Source: an optimization exercise on an open RTL-to-GDS flow (aim: small area, a short achievable clock period and few clock cycles). Production flows keep margins and buffers that such runs may drop.
Only simulation tests tie the RTL to the original design; equivalence was not proved.
Power and IR drop assume default switching activity.

==> flow/design.v (excerpt) <==
module mem_ctrl_top (
    input  logic        clk,
    input  logic        rst,
    output logic        ram_write,
    output logic [31:0] ram_addr,
    output logic [7:0]  ram_wdata,
    input  logic [7:0]  ram_rdata,
    input  logic        fetch_req,
    input  logic [31:0] fetch_pc,
    output logic        fetch_valid,
    output logic [31:0] fetch_inst,
    input  logic        load_req,
    input  logic [2:0]  load_op,
    input  logic [31:0] load_addr,
    output logic        load_valid,
    output logic [31:0] load_value,
    input  logic        commit_valid,
    input  logic [31:0] commit_addr,
    input  logic [31:0] commit_data,
    input  logic [1:0]  commit_size,
    output logic        buffer_full,
    input  logic        rollback
);
    localparam int SB_N = 7;
    function automatic logic [1:0] size_last(input logic [1:0] sz);
        case (sz)
            2'd0:    size_last = 2'd0;
            2'd1:    size_last = 2'd1;
            default: size_last = 2'd3;
        endcase
    endfunction
  ...
export LEC_CHECK = 0
export CAP_MARGIN = 20
export CORE_MARGIN = 2
export CORE_UTILIZATION = 40
export SETUP_SLACK_MARGIN = 2.7
export SLEW_MARGIN = 20
create_clock -name core_clock -period 5.0 [get_ports {clk}]
standard.sh (not shown) runs the stock make flow with config.mk's settings and CLKGATE_MAP_FILE= SYNTH_SCRIPT=/design/flow/synth_recipe.tcl, a recipe that flattens the netlist after the stock synthesis.
==> flow/flow/run.sh <==
#!/bin/bash
# Standard ORFS layout (the standard.sh) with smaller port buffers and
# larger clock-tree sink clusters without dummy loads.
export BUFFER_PORTS_ARGS="-buffer_cell sky130_fd_sc_hd__buf_2"
export CTS_ARGS="-sink_clustering_enable -repair_clock_nets -sink_clustering_size 32 -sink_clustering_max_diameter 60 -dont_use_dummy_load"
bash standard.sh > standard.log 2>&1
The starting point went through all stages and came out clean.
Testbench counts at the start, summed over its fixed seeds: cycles 65,693.
Edit:
==> flow/flow/run.sh (replaced) <==
#!/bin/bash
# Standard ORFS layout (the standard.sh) with smaller port buffers and
# larger clock-tree sink clusters without dummy loads.
export BUFFER_PORTS_ARGS="-buffer_cell sky130_fd_sc_hd__buf_2"
export CTS_ARGS="-sink_clustering_enable -repair_clock_nets -sink_clustering_size 25 -sink_clustering_max_diameter 80 -dont_use_dummy_load"
bash standard.sh > standard.log 2>&1
--- a/flow/config.mk
+++ b/flow/config.mk
@@ -7,2 +7,3 @@
 export LEC_CHECK = 0
+export ABC_AREA = 1
 export CAP_MARGIN = 20
@@ -10,3 +11,3 @@
 export CORE_UTILIZATION = 40
-export SETUP_SLACK_MARGIN = 2.7
+export SETUP_SLACK_MARGIN = 2.5
 export SLEW_MARGIN = 20
What happened: The new run ran to the end with no violations; routed wire length rises by 6.4%; setup slack got worse by 0.087 ns; final cell count increases by 27%; non-clock buffer count drops by 5; die area goes up by 5.1%; fmax fell by 3.7%.
Edit:
==> flow/flow/run.sh (replaced) <==
#!/bin/bash
# Standard ORFS layout (the standard.sh) with smaller port buffers and
# clock-tree sink clusters of clkbuf_8 leaves without dummy loads.
export BUFFER_PORTS_ARGS="-buffer_cell sky130_fd_sc_hd__buf_2"
export CTS_ARGS="-sink_clustering_enable -repair_clock_nets -sink_clustering_size 16 -sink_clustering_max_diameter 60 -buf_list {sky130_fd_sc_hd__clkbuf_8 sky130_fd_sc_hd__clkbuf_16} -dont_use_dummy_load"
bash standard.sh > standard.log 2>&1
--- a/flow/config.mk
+++ b/flow/config.mk
@@ -7,3 +7,2 @@
 export LEC_CHECK = 0
-export ABC_AREA = 1
 export CAP_MARGIN = 20
@@ -11,3 +10,3 @@
 export CORE_UTILIZATION = 40
-export SETUP_SLACK_MARGIN = 2.5
+export SETUP_SLACK_MARGIN = 2.7
 export SLEW_MARGIN = 20
Cell count decreases by about a fifth.
Maximum frequency climbs by a few percent.
First-iteration DRC count goes down by about a fifth.
Sequential share of layout area increases by 1.8 points.
Edit:
==> flow/flow/run.sh (replaced) <==
#!/bin/bash
# Standard ORFS layout (the standard.sh) with smaller port buffers and
# larger clock-tree sink clusters without dummy loads.
export BUFFER_PORTS_ARGS="-buffer_cell sky130_fd_sc_hd__buf_2"
export CTS_ARGS="-sink_clustering_enable -repair_clock_nets -sink_clustering_size 25 -sink_clustering_max_diameter 80 -dont_use_dummy_load"
bash standard.sh > standard.log 2>&1
--- a/flow/config.mk
+++ b/flow/config.mk
@@ -10,2 +10,3 @@
 export CORE_UTILIZATION = 40
+export PLACE_DENSITY = 0.8
 export SETUP_SLACK_MARGIN = 2.7
Outcome:
- count of clock-buffer cells in the layout went down by 17
- final cell count went down by 1.2%
- design area went down by 1.8%
- utilization went down by 0.83 points
- setup slack got worse by 0.031 ns
- critical path depth is unchanged
- power went down by 5.6%

## separate check: timing with driven ports
In the flow no input, the clock included, has a driving cell. The finished layouts below were timed again as built, in two steps.
Step 1 (the two cells are an assumption about what drives the block):
set clk [get_ports {clk}]
set_driving_cell -lib_cell sky130_fd_sc_hd__clkbuf_16 $clk
set_driving_cell -lib_cell sky130_fd_sc_hd__buf_2 [delete_from_list [all_inputs] $clk]
Step 2 times the ports against the registers' clock, not the clock port: input delays grow and output delays shrink by t, the midpoint of the rising clock arrivals with the driver on.
Slacks: ideal ports / drivers / drivers and shift; pairs: ideal ports / drivers.
| run | t (ns) | setup WS [ns] | latest minus earliest clock arrival (ns) |
|---|---|---|---|
| the first run | 0.644 | 2.753 / 2.688 / 2.241 | 0.104 / 0.103 |
| the second run | 0.622 | 2.666 / 2.619 / 2.366 | 0.103 / 0.104 |
| the third run | 0.662 | 2.762 / 2.693 / 2.222 | 0.106 / 0.106 |
| the fourth run | 0.596 | 2.731 / 2.676 / 2.200 | 0.097 / 0.097 |
After both steps setup and hold are still met in every run listed. The setup slack of the third run, which loses most, moves by -0.069 ns with the drivers and by -0.540 ns with both steps.
